Context: an optimization exercise on an open-source flow, tuned for small area, a short achievable clock period and few clock cycles. The choices shown serve that exercise and are no tape-out recipe.
Function was checked by simulation only, so behaviour that the tests miss may differ from the original.

<file path="design.v">
`timescale 1ns/100ps
package ex_pkg;
    typedef logic [32-1:0] xlen_t;
    typedef enum logic [4:0] {
        OP_ADD,
        OP_SUB,
        OP_SLT,
        OP_SLTU,
        OP_AND,
        OP_OR,
        OP_XOR,
        OP_SLL,
        OP_SRL,
        OP_SRA,
        OP_MUL,
        OP_MULH,
        OP_MULHSU,
        OP_MULHU,
        OP_DIV,
        OP_DIVU,
        OP_REM,
        OP_REMU
    } ex_op_t;
    typedef enum logic [1:0] {
        UNIT_ALU,
        UNIT_MUL,
        UNIT_DIV
    } ex_unit_t;
    typedef struct packed {
        ex_unit_t unit;
        ex_op_t   op;
        xlen_t    mag_a;       
        xlen_t    mag_b;
        logic     neg_a;
        logic     neg_b;
        logic     want_high;   
        logic     want_rem;
    } ex_prep_t;
    typedef struct packed {
        xlen_t quo_mag;
        xlen_t rem_mag;
        logic  valid;
    } ex_div_out_t;
endpackage
`timescale 1ns/100ps
module ex_operand_prep (
    input  ex_pkg::ex_op_t   op,
    input  ex_pkg::xlen_t    op1,
    input  ex_pkg::xlen_t    op2,
    output ex_pkg::ex_prep_t prep
);
    ex_pkg::ex_unit_t unit;
    logic     sign_a;   
    logic     sign_b;
    logic     want_high;
    logic     want_rem;
    logic     neg_a;
    logic     neg_b;
    always_comb begin
        unit      = ex_pkg::UNIT_ALU;
        sign_a    = 1'b0;
        sign_b    = 1'b0;
        want_high = 1'b0;
        want_rem  = 1'b0;
        case (op)
            ex_pkg::OP_MUL: unit = ex_pkg::UNIT_MUL;   
            ex_pkg::OP_MULH: begin
                unit      = ex_pkg::UNIT_MUL;
                want_high = 1'b1;
                sign_a    = 1'b1;
                sign_b    = 1'b1;
            end
            ex_pkg::OP_MULHSU: begin
                unit      = ex_pkg::UNIT_MUL;
                want_high = 1'b1;
                sign_a    = 1'b1;
            end
            ex_pkg::OP_MULHU: begin
                unit      = ex_pkg::UNIT_MUL;
                want_high = 1'b1;
            end
            ex_pkg::OP_DIV: begin
                unit   = ex_pkg::UNIT_DIV;
                sign_a = 1'b1;
                sign_b = 1'b1;
            end
            ex_pkg::OP_DIVU: unit = ex_pkg::UNIT_DIV;
            ex_pkg::OP_REM: begin
                unit     = ex_pkg::UNIT_DIV;
                want_rem = 1'b1;
                sign_a   = 1'b1;
                sign_b   = 1'b1;
            end
            ex_pkg::OP_REMU: begin
                unit     = ex_pkg::UNIT_DIV;
                want_rem = 1'b1;
            end
            default: unit = ex_pkg::UNIT_ALU;
        endcase
    end
    assign neg_a = sign_a & op1[32-1];
    assign neg_b = sign_b & op2[32-1];
    assign prep.unit      = unit;
    assign prep.op        = op;
    assign prep.mag_a     = neg_a ? (~op1 + 1'b1) : op1;
    assign prep.mag_b     = neg_b ? (~op2 + 1'b1) : op2;
    assign prep.neg_a     = neg_a;
    assign prep.neg_b     = neg_b;
    assign prep.want_high = want_high;
    assign prep.want_rem  = want_rem;
endmodule
`timescale 1ns/100ps
module ex_alu (
    input  ex_pkg::ex_prep_t prep,
    input  ex_pkg::xlen_t    op1,
    input  ex_pkg::xlen_t    op2,
    output ex_pkg::xlen_t    alu_res,
    output ex_pkg::xlen_t    addr_res
);
    function automatic logic [32-1:0] bit_rev(input logic [32-1:0] v);
        logic [32-1:0] r;
        for (int i = 0; i < 32; i++) begin
            r[i] = v[32-1-i];
        end
        bit_rev = r;
    endfunction
    logic                   is_sub;
    logic                   is_sll;
    ex_pkg::xlen_t                  add_b;
    ex_pkg::xlen_t                  sum;
    logic                   slt;
    logic                   sltu;
    logic [5-1:0] shamt;
    logic                   fill;
    ex_pkg::xlen_t                  sh_in;
    ex_pkg::xlen_t                  sh_s1;
    ex_pkg::xlen_t                  sh_s2;
    ex_pkg::xlen_t                  sh_s3;
    ex_pkg::xlen_t                  sh_res;
    assign is_sub = (prep.op == ex_pkg::OP_SUB);
    assign add_b  = is_sub ? ~op2 : op2;
    assign sum    = op1 + add_b + is_sub;   
    assign addr_res = op1 + op2;
    assign slt  = $signed(op1) < $signed(op2);
    assign sltu = op1 < op2;
    assign is_sll = (prep.op == ex_pkg::OP_SLL);
    assign shamt  = op2[5-1:0];
    assign fill   = (prep.op == ex_pkg::OP_SRA) & op1[32-1];
    assign sh_in  = is_sll ? bit_rev(op1) : op1;
    always_comb begin
        case (shamt[4:3])
            2'd0: sh_s1 = sh_in;
            2'd1: sh_s1 = {{8{fill}}, sh_in[32-1:8]};
            2'd2: sh_s1 = {{16{fill}}, sh_in[32-1:16]};
            default: sh_s1 = {{24{fill}}, sh_in[32-1:24]};
        endcase
        sh_s2 = shamt[2] ? {{4{fill}}, sh_s1[32-1:4]} : sh_s1;
        case (shamt[1:0])
            2'd0: sh_s3 = sh_s2;
            2'd1: sh_s3 = {fill, sh_s2[32-1:1]};
            2'd2: sh_s3 = {{2{fill}}, sh_s2[32-1:2]};
            default: sh_s3 = {{3{fill}}, sh_s2[32-1:3]};
        endcase
    end
    assign sh_res = is_sll ? bit_rev(sh_s3) : sh_s3;
    always_comb begin
        case (prep.op)
            ex_pkg::OP_ADD, ex_pkg::OP_SUB:         alu_res = sum;
            ex_pkg::OP_SLT:                 alu_res = {{(32-1){1'b0}}, slt};
            ex_pkg::OP_SLTU:                alu_res = {{(32-1){1'b0}}, sltu};
            ex_pkg::OP_AND:                 alu_res = op1 & op2;
            ex_pkg::OP_OR:                  alu_res = op1 | op2;
            ex_pkg::OP_XOR:                 alu_res = op1 ^ op2;
            ex_pkg::OP_SLL, ex_pkg::OP_SRL, ex_pkg::OP_SRA: alu_res = sh_res;
            default:                alu_res = '0;
        endcase
    end
endmodule
`timescale 1ns/100ps
module ex_multiplier (
    input  ex_pkg::ex_prep_t prep,
    output ex_pkg::xlen_t    mul_res
);
    logic [2*32-1:0] prod_mag;
    logic [2*32-1:0] prod;
    logic                  prod_neg;
    assign prod_mag = prep.mag_a * prep.mag_b;
    assign prod_neg = prep.neg_a ^ prep.neg_b;
    assign prod     = prod_neg ? (~prod_mag + 1'b1) : prod_mag;
    assign mul_res = prep.want_high ? prod[2*32-1:32]
                                    : prod[32-1:0];
endmodule
`timescale 1ns/100ps
module ex_divider (
    input  logic                clk,
    input  logic                rst_n,
    input  logic                d_hready,
    input  ex_pkg::ex_prep_t    prep,
    output ex_pkg::ex_div_out_t div_out,
    output logic                div_busy
);
    function automatic logic [6-1:0] lead_one_pos(input logic [32-1:0] v);
        logic [6-1:0] n;
        n = 6'(32);
        for (int i = 0; i < 32; i++) begin
            if (v[i]) begin
                n = 6'(32 - 1 - i);
            end
        end
        lead_one_pos = n;
    endfunction
    logic [6-1:0] pos_a;
    logic [6-1:0] pos_b;
    logic [6-1:0] align_k;
    logic [6-1:0] cnt_q;
    logic                 busy_q;
    logic                 valid_q;
    logic                 start;
    logic                 div_zero;
    logic                 fits;
    ex_pkg::xlen_t                rem_q;
    ex_pkg::xlen_t                quo_q;
    ex_pkg::xlen_t                dvs_q;
    ex_pkg::xlen_t                rem_diff;
    assign pos_a    = lead_one_pos(prep.mag_a);
    assign pos_b    = lead_one_pos(prep.mag_b);
    assign div_zero = (prep.mag_b == '0);
    assign align_k  = (!div_zero && (pos_b > pos_a)) ? (pos_b - pos_a) : '0;
    assign start = (prep.unit == ex_pkg::UNIT_DIV) && d_hready && !busy_q && !valid_q;
    assign fits     = (rem_q >= dvs_q);
    assign rem_diff = rem_q - dvs_q;
    always_ff @(posedge clk) begin
        if (!rst_n) begin
            busy_q  <= 1'b0;
            valid_q <= 1'b0;
            cnt_q   <= '0;
        end else if (start) begin
            busy_q <= 1'b1;
            cnt_q  <= align_k;   
        end else if (busy_q) begin
            if (cnt_q == '0) begin
                busy_q  <= 1'b0;
                valid_q <= 1'b1;
            end else begin
                cnt_q <= cnt_q - 1'b1;
            end
        end else if (prep.unit != ex_pkg::UNIT_DIV) begin
            valid_q <= 1'b0;   
        end
    end
    always_ff @(posedge clk) begin
        if (start) begin
            rem_q <= prep.mag_a;
            dvs_q <= prep.mag_b << align_k;
            quo_q <= div_zero ? '1 : '0;   
        end else if (busy_q) begin
            quo_q <= {quo_q[32-2:0], fits};
            dvs_q <= dvs_q >> 1;
            if (fits) begin
                rem_q <= rem_diff;
            end
        end
    end
    assign div_out.quo_mag = quo_q;
    assign div_out.rem_mag = rem_q;
    assign div_out.valid   = valid_q;
    assign div_busy        = busy_q;
endmodule
`timescale 1ns/100ps
module ex_result_select (
    input  ex_pkg::ex_prep_t    prep,
    input  ex_pkg::xlen_t       alu_res,
    input  ex_pkg::xlen_t       mul_res,
    input  ex_pkg::ex_div_out_t div_out,
    output ex_pkg::xlen_t       ex_res
);
    logic  neg_quo;
    ex_pkg::xlen_t quo;
    ex_pkg::xlen_t rem;
    ex_pkg::xlen_t div_res;
    assign neg_quo = (prep.neg_a ^ prep.neg_b) && (prep.mag_b != '0);
    assign quo = neg_quo ? (~div_out.quo_mag + 1'b1) : div_out.quo_mag;
    assign rem = prep.neg_a ? (~div_out.rem_mag + 1'b1) : div_out.rem_mag;   
    assign div_res = prep.want_rem ? rem : quo;
    always_comb begin
        case (prep.unit)
            ex_pkg::UNIT_MUL: ex_res = mul_res;
            ex_pkg::UNIT_DIV: ex_res = div_out.valid ? div_res : '0;   
            default:  ex_res = alu_res;
        endcase
    end
endmodule
`timescale 1ns/100ps
module ex_stage (
    input  logic           clk,
    input  logic           rst_n,
    input  logic           d_hready,
    input  ex_pkg::ex_op_t op,
    input  ex_pkg::xlen_t  op1,
    input  ex_pkg::xlen_t  op2,
    output ex_pkg::xlen_t  ex_res,
    output ex_pkg::xlen_t  addr_res,
    output logic           div_busy
);
    ex_pkg::ex_prep_t    prep;
    ex_pkg::xlen_t       alu_res;
    ex_pkg::xlen_t       mul_res;
    ex_pkg::ex_div_out_t div_out;
    ex_operand_prep u_operand_prep (
        .op   (op),
        .op1  (op1),
        .op2  (op2),
        .prep (prep)
    );
    ex_alu u_alu (
        .prep     (prep),
        .op1      (op1),
        .op2      (op2),
        .alu_res  (alu_res),
        .addr_res (addr_res)
    );
    ex_multiplier u_multiplier (
        .prep    (prep),
        .mul_res (mul_res)
    );
    ex_divider u_divider (
        .clk      (clk),
        .rst_n    (rst_n),
        .d_hready (d_hready),
        .prep     (prep),
        .div_out  (div_out),
        .div_busy (div_busy)
    );
    ex_result_select u_result_select (
        .prep    (prep),
        .alu_res (alu_res),
        .mul_res (mul_res),
        .div_out (div_out),
        .ex_res  (ex_res)
    );
endmodule
</file>
<file path="run.sh">
#!/bin/bash
# synth_recipe.tcl (not shown) runs the flow's synth.tcl, then flattens the netlist and writes it again
# the make line also repeats each setting of config.mk as NAME=value (left out here)
make -C /OpenROAD-flow-scripts/flow DESIGN_CONFIG=/design/flow/config.mk WORK_HOME=/design/flow/orfs CLKGATE_MAP_FILE= SYNTH_SCRIPT=/design/flow/synth_recipe.tcl finish
</file>
<file path="config.mk">
export PLATFORM = sky130hd
export DESIGN_NAME = ex_stage
export DESIGN_NICKNAME = ex_stage
export VERILOG_FILES = /design/flow/design.v
export SDC_FILE = /design/flow/constraint.sdc
export NUM_CORES = 4
export LEC_CHECK = 0
export CAP_MARGIN = 20
export CORE_MARGIN = 2
export CORE_UTILIZATION = 40
export SETUP_SLACK_MARGIN = 0.3
export SLEW_MARGIN = 20
</file>
<file path="constraint.sdc">
create_clock -name core_clock -period 21.0 [get_ports {clk}]
set_input_delay 4.2000 -clock core_clock [delete_from_list [all_inputs] [get_ports {clk}]]
set_output_delay 4.2000 -clock core_clock [all_outputs]
set_load 0.01 [all_outputs]
</file>
==> results.py <==
metrics = {
    "synthesis": {
        "synth_fa_ha_area_frac": 0.425,
        "synthDistinctLibCells": 105,
        "synthesis.area_um2": 55500,
        "synthesis.nets": 8268,
        "synth_common_cells": "1,078 x inv_1, 900 x fa_1, 816 x nand2_1, 772 x nor2_1, 443 x ha_1",
        "synth_ff_type": "edfxtp_1",
        "yosysTopAreaCellShare": 0.325,
        "synthCells": 6853,
        "synth_top_area_cell": "fa_1",
        "avgSynthCellArea_um2": 8.09,
        "synth-simple-area-share": 0.170,
        "async_reset_ff_frac": 0,
        "synth.ff_latch_count": 104,
        "ys_seq_area_frac": 0.0549,
        "synth_edf_count": 96,
        "synth.area.mux_share": 0.0388,
        "synth_area_leaders": "fa_1 32%, ha_1 10%, inv_1 7.3%",
        "synth_most_common_cell": "inv_1",
        "synth_top_family_by_area": "adder cells",
        "synth-xor-area-share": 0.0567,
        "synth_warnings": 4,
        "synth_compound_area_frac": 0.154,
    },
    "floorplanning": {
        "initial_core_util": 0.403,
        "die_y_um": 376,
        "io_pins": 137,
        "rows": 136,
        "die_w_um": 376,
        "die_area_um2": 142000,
        "coreArea_um2": 137000,
    },
    "critical_path": {
        "cp-start-kind": "primary input",
        "crit_cells": 40,
        "rr_worst_depth": 14,
        "critPathMostFrequentCell": "buf_4",
        "r2r_start": "u_divider.rem_q[2]",
        "max_stage_delay_ns": 0.62,
        "r2r_end": "u_divider.rem_q[4]",
        "arrival_ns": 16.30,
        "path_buf_inv": 13,
        "worstPathRequired_ns": 16.80,
        "r2r_slack_ns": 16.62,
        "crit_family": "adder cells",
        "crit_type": "primary input to output port",
        "cp_max_fo": 20,
        "cp-end-kind": "output port",
        "slowest_stage": "ha_1",
    },
    "worst_hold_path": {
        "hold_end": "u_divider.cnt_q[0]",
        "min_path_cells": 2,
        "hold_class": "flop to flop",
        "hold_path.startpoint": "u_divider.cnt_q[0]",
    },
    "cts": {
        "cts_tree": "done",
        "clock-sinks": 104,
        "cts_inserted_buffers": 9,
        "clk_latency_ns": 0.37,
        "htreeDepth": 3,
        "clk_path_buf_depth": 2,
        "clk_pin_slew_ns": 0.08,
        "cts_root_buffer": "clkbuf_16",
        "postCtsHoldBufs": 0,
    },
    "timing": {
        "setup_viol": 0,
        "rsz0062_at_grt": "no",
        "finClkSkew_ns": 0.00657,
        "layout_min_cycle_time_ns": 20.50,
        "slew_headroom": 0.190,
        "tightest_slew_ns": 1.22,
        "hold_viol_final": 0,
        "timing.final.crit_share": 0.976,
        "slew_violations": 0,
        "max_freq_mhz": 48.8,
        "hold-worst-slack_ns": 0.558,
    },
    "place": {
        "place_hpwl_um": 228000,
        "port_buffers": 136,
        "dpl-instance-area_um2": 62400,
        "globalplace.congestion": 1.11,
    },
    "detailed_routing": {
        "firstDrtPassIters": 8,
        "wl_per_cell_um": 30.6,
        "drtIter0Drc": 6521,
        "routed_wl_um": 274000,
        "ant_nets": 0,
        "drcViolationCount": 0,
        "viasPerCell": 6.15,
        "vias": 55000,
    },
    "status": {
        "outcome": "finished clean",
    },
    "global_routing": {
        "antenna_found_initial": 27,
        "grt_pass1_vias": 54500,
        "grt_max_degree": 65,
        "grt_overflow_total": 0,
        "gr-usage-all-layers": 0.384,
        "grt_pass1_wl_um": 390000,
    },
    "layout": {
        "fin_area_um2": 63500,
        "fin_nets": 8550,
        "fillers": 13700,
        "drive_gt1_frac": 0.113,
        "areaGrowthSynthToFinish_pct": 14.4,
    },
    "run": {
        "maxCapViolCount": 0,
    },
}
[tightest hold or removal path, stage by stage, from the launching register on]
cell      delay [ns]
dfxtp_1         0.32
inv_1           0.11
a221oi_1        0.09
[placed cells by master (no fill, tap or decap), drive strengths merged, types with 18 or more instances in the layout]
| cell | netlist | layout |
|---|---|---|
| inv | 1078 | 1078 |
| fa | 900 | 900 |
| nand2 | 816 | 816 |
| nor2 | 773 | 773 |
| buf | 45 | 536 |
| ha | 443 | 443 |
| a21oi | 280 | 280 |
| xnor2 | 270 | 270 |
| o21ai | 244 | 244 |
| clkdlybuf4s50 | 0 | 132 |
| mux2i | 104 | 104 |
| edfxtp | 96 | 96 |
| nand3 | 95 | 95 |
| nor3 | 90 | 90 |
| xor2 | 88 | 88 |
| a21o | 77 | 77 |
| o211ai | 70 | 70 |
| o22ai | 70 | 70 |
| o31ai | 62 | 62 |
| a31oi | 55 | 55 |
| nor4 | 52 | 52 |
| nand4 | 45 | 45 |
| o21a | 45 | 45 |
| a211oi | 44 | 44 |
| nand2b | 43 | 43 |
| mux4 | 38 | 38 |
| and2 | 38 | 38 |
| or3 | 36 | 36 |
| or4 | 30 | 30 |
| a221oi | 30 | 30 |
| o21bai | 28 | 28 |
| and3 | 27 | 27 |
| o221ai | 22 | 22 |
| mux2 | 21 | 21 |
| nor2b | 19 | 19 |
| a22oi | 19 | 19 |
| or2 | 19 | 19 |
| o41ai | 19 | 19 |
| a21boi | 18 | 18 |
[how the worst max path moves through the flow]
| stage | from | to | slack (ns) |
|---|---|---|---|
| CTS | op2[14] | ex_res[29] | 0.30 |
| global placement | op1[17] | ex_res[26] | -0.20 |
| floorplan | op2[0] | ex_res[27] | 1.69 |
| detailed placement | op1[1] | ex_res[29] | 0.18 |
| finish | op1[1] | ex_res[28] | 0.50 |
| global route | op1[0] | ex_res[14] | 0.25 |
[cell families (layout without fill, tap and decap cells)]
logic type,after synthesis,after routing
and+or+nand+nor,2143,2143
buffers and inverters,1479,1766
adders and majority gates,1343,1343
AOI/OAI and AO/OA,1263,1263
xor gates and xnor gates,358,358
muxes,163,163
DFF,104,104
other,0,13
[per-layer routing]
layer  share of wire  vias to the layer above  GRT usage
met5         0.00049                        -          0
met4           0.075                       20      0.231
met3            0.11                      842      0.107
met2            0.43                     3415      0.582
met1            0.38                    27600      0.487
li1                -                    23200          -
[area by class of cell]
cell class | count | area [um2] | area share
Clock buffer | 11 | 233 | 0.00367
Multi-Input combinational cell | 5270 | 48100 | 0.758
Clock inverter | 5 | 65.1 | 0.00103
Timing Repair Buffer | 670 | 5660 | 0.0892
Antenna cell | 13 | 32.5 | 0.000513
Inverter | 1080 | 4060 | 0.0639
Tap cell | 1794 | 2240 | 0.0354
Sequential cell | 104 | 3040 | 0.0480
[registers in the layout, summed over array words and instances, names as in the netlist]
| register | cells |
|---|---|
| u_divider.quo_q | 32 |
| u_divider.cnt_q | 6 |
| u_divider.busy_q | 1 |
| u_divider.valid_q | 1 |
| u_divider.rem_q | 32 |
| u_divider.dvs_q | 32 |
[metrics by stage]
stage / worst slack (ns) / instances / TNS (ns) / util
after CTS: 0.300 / 8915 / 0 / 0.456
after detailed placement: 0.184 / 8899 / 0 / 0.454
after floorplan: 1.69 / 6853 / 0 / -
final: 0.502 / 8947 / 0 / 0.462
after global placement: -0.197 / 8898 / -0.833 / 0.453
after global routing: 0.250 / 8934 / 0 / 0.461
[timing repair]
action                                  4_1_cts  5_1_grt
setup buffers                                 0       19
endpoints found under the setup margin        8       27
pin swaps                                     0       16
gates resized for setup                       3       65
Testbench counts, summed over its fixed seeds: cycles 10,270.

==> what the ideal ports hide <==
No port has a modelled driver above. Below, the same layout with a new extraction and two added sets of constraints.
Step 1, drivers: a clkbuf_16 drives clk and a buf_2 each remaining input, both assumed.
Step 2, shift: input delay + t, output delay - t, t = (earliest + latest rising clock arrival at the registers) / 2. This alone moves slack from input paths to output paths.
Slacks: ideal / step 1 / step 2; pairs: ideal / step 1.
t, ns: 0.428
setup slack, ns: 0.502 / 0.473 / 0.473
worst hold slack (ns): 0.558 / 0.558 / 0.558
cell pins on the clock port's net: 1
After both steps setup and hold are still met in this run. For this run, drivers alone change the setup slack by -0.029 ns; drivers and shift together by -0.029 ns.
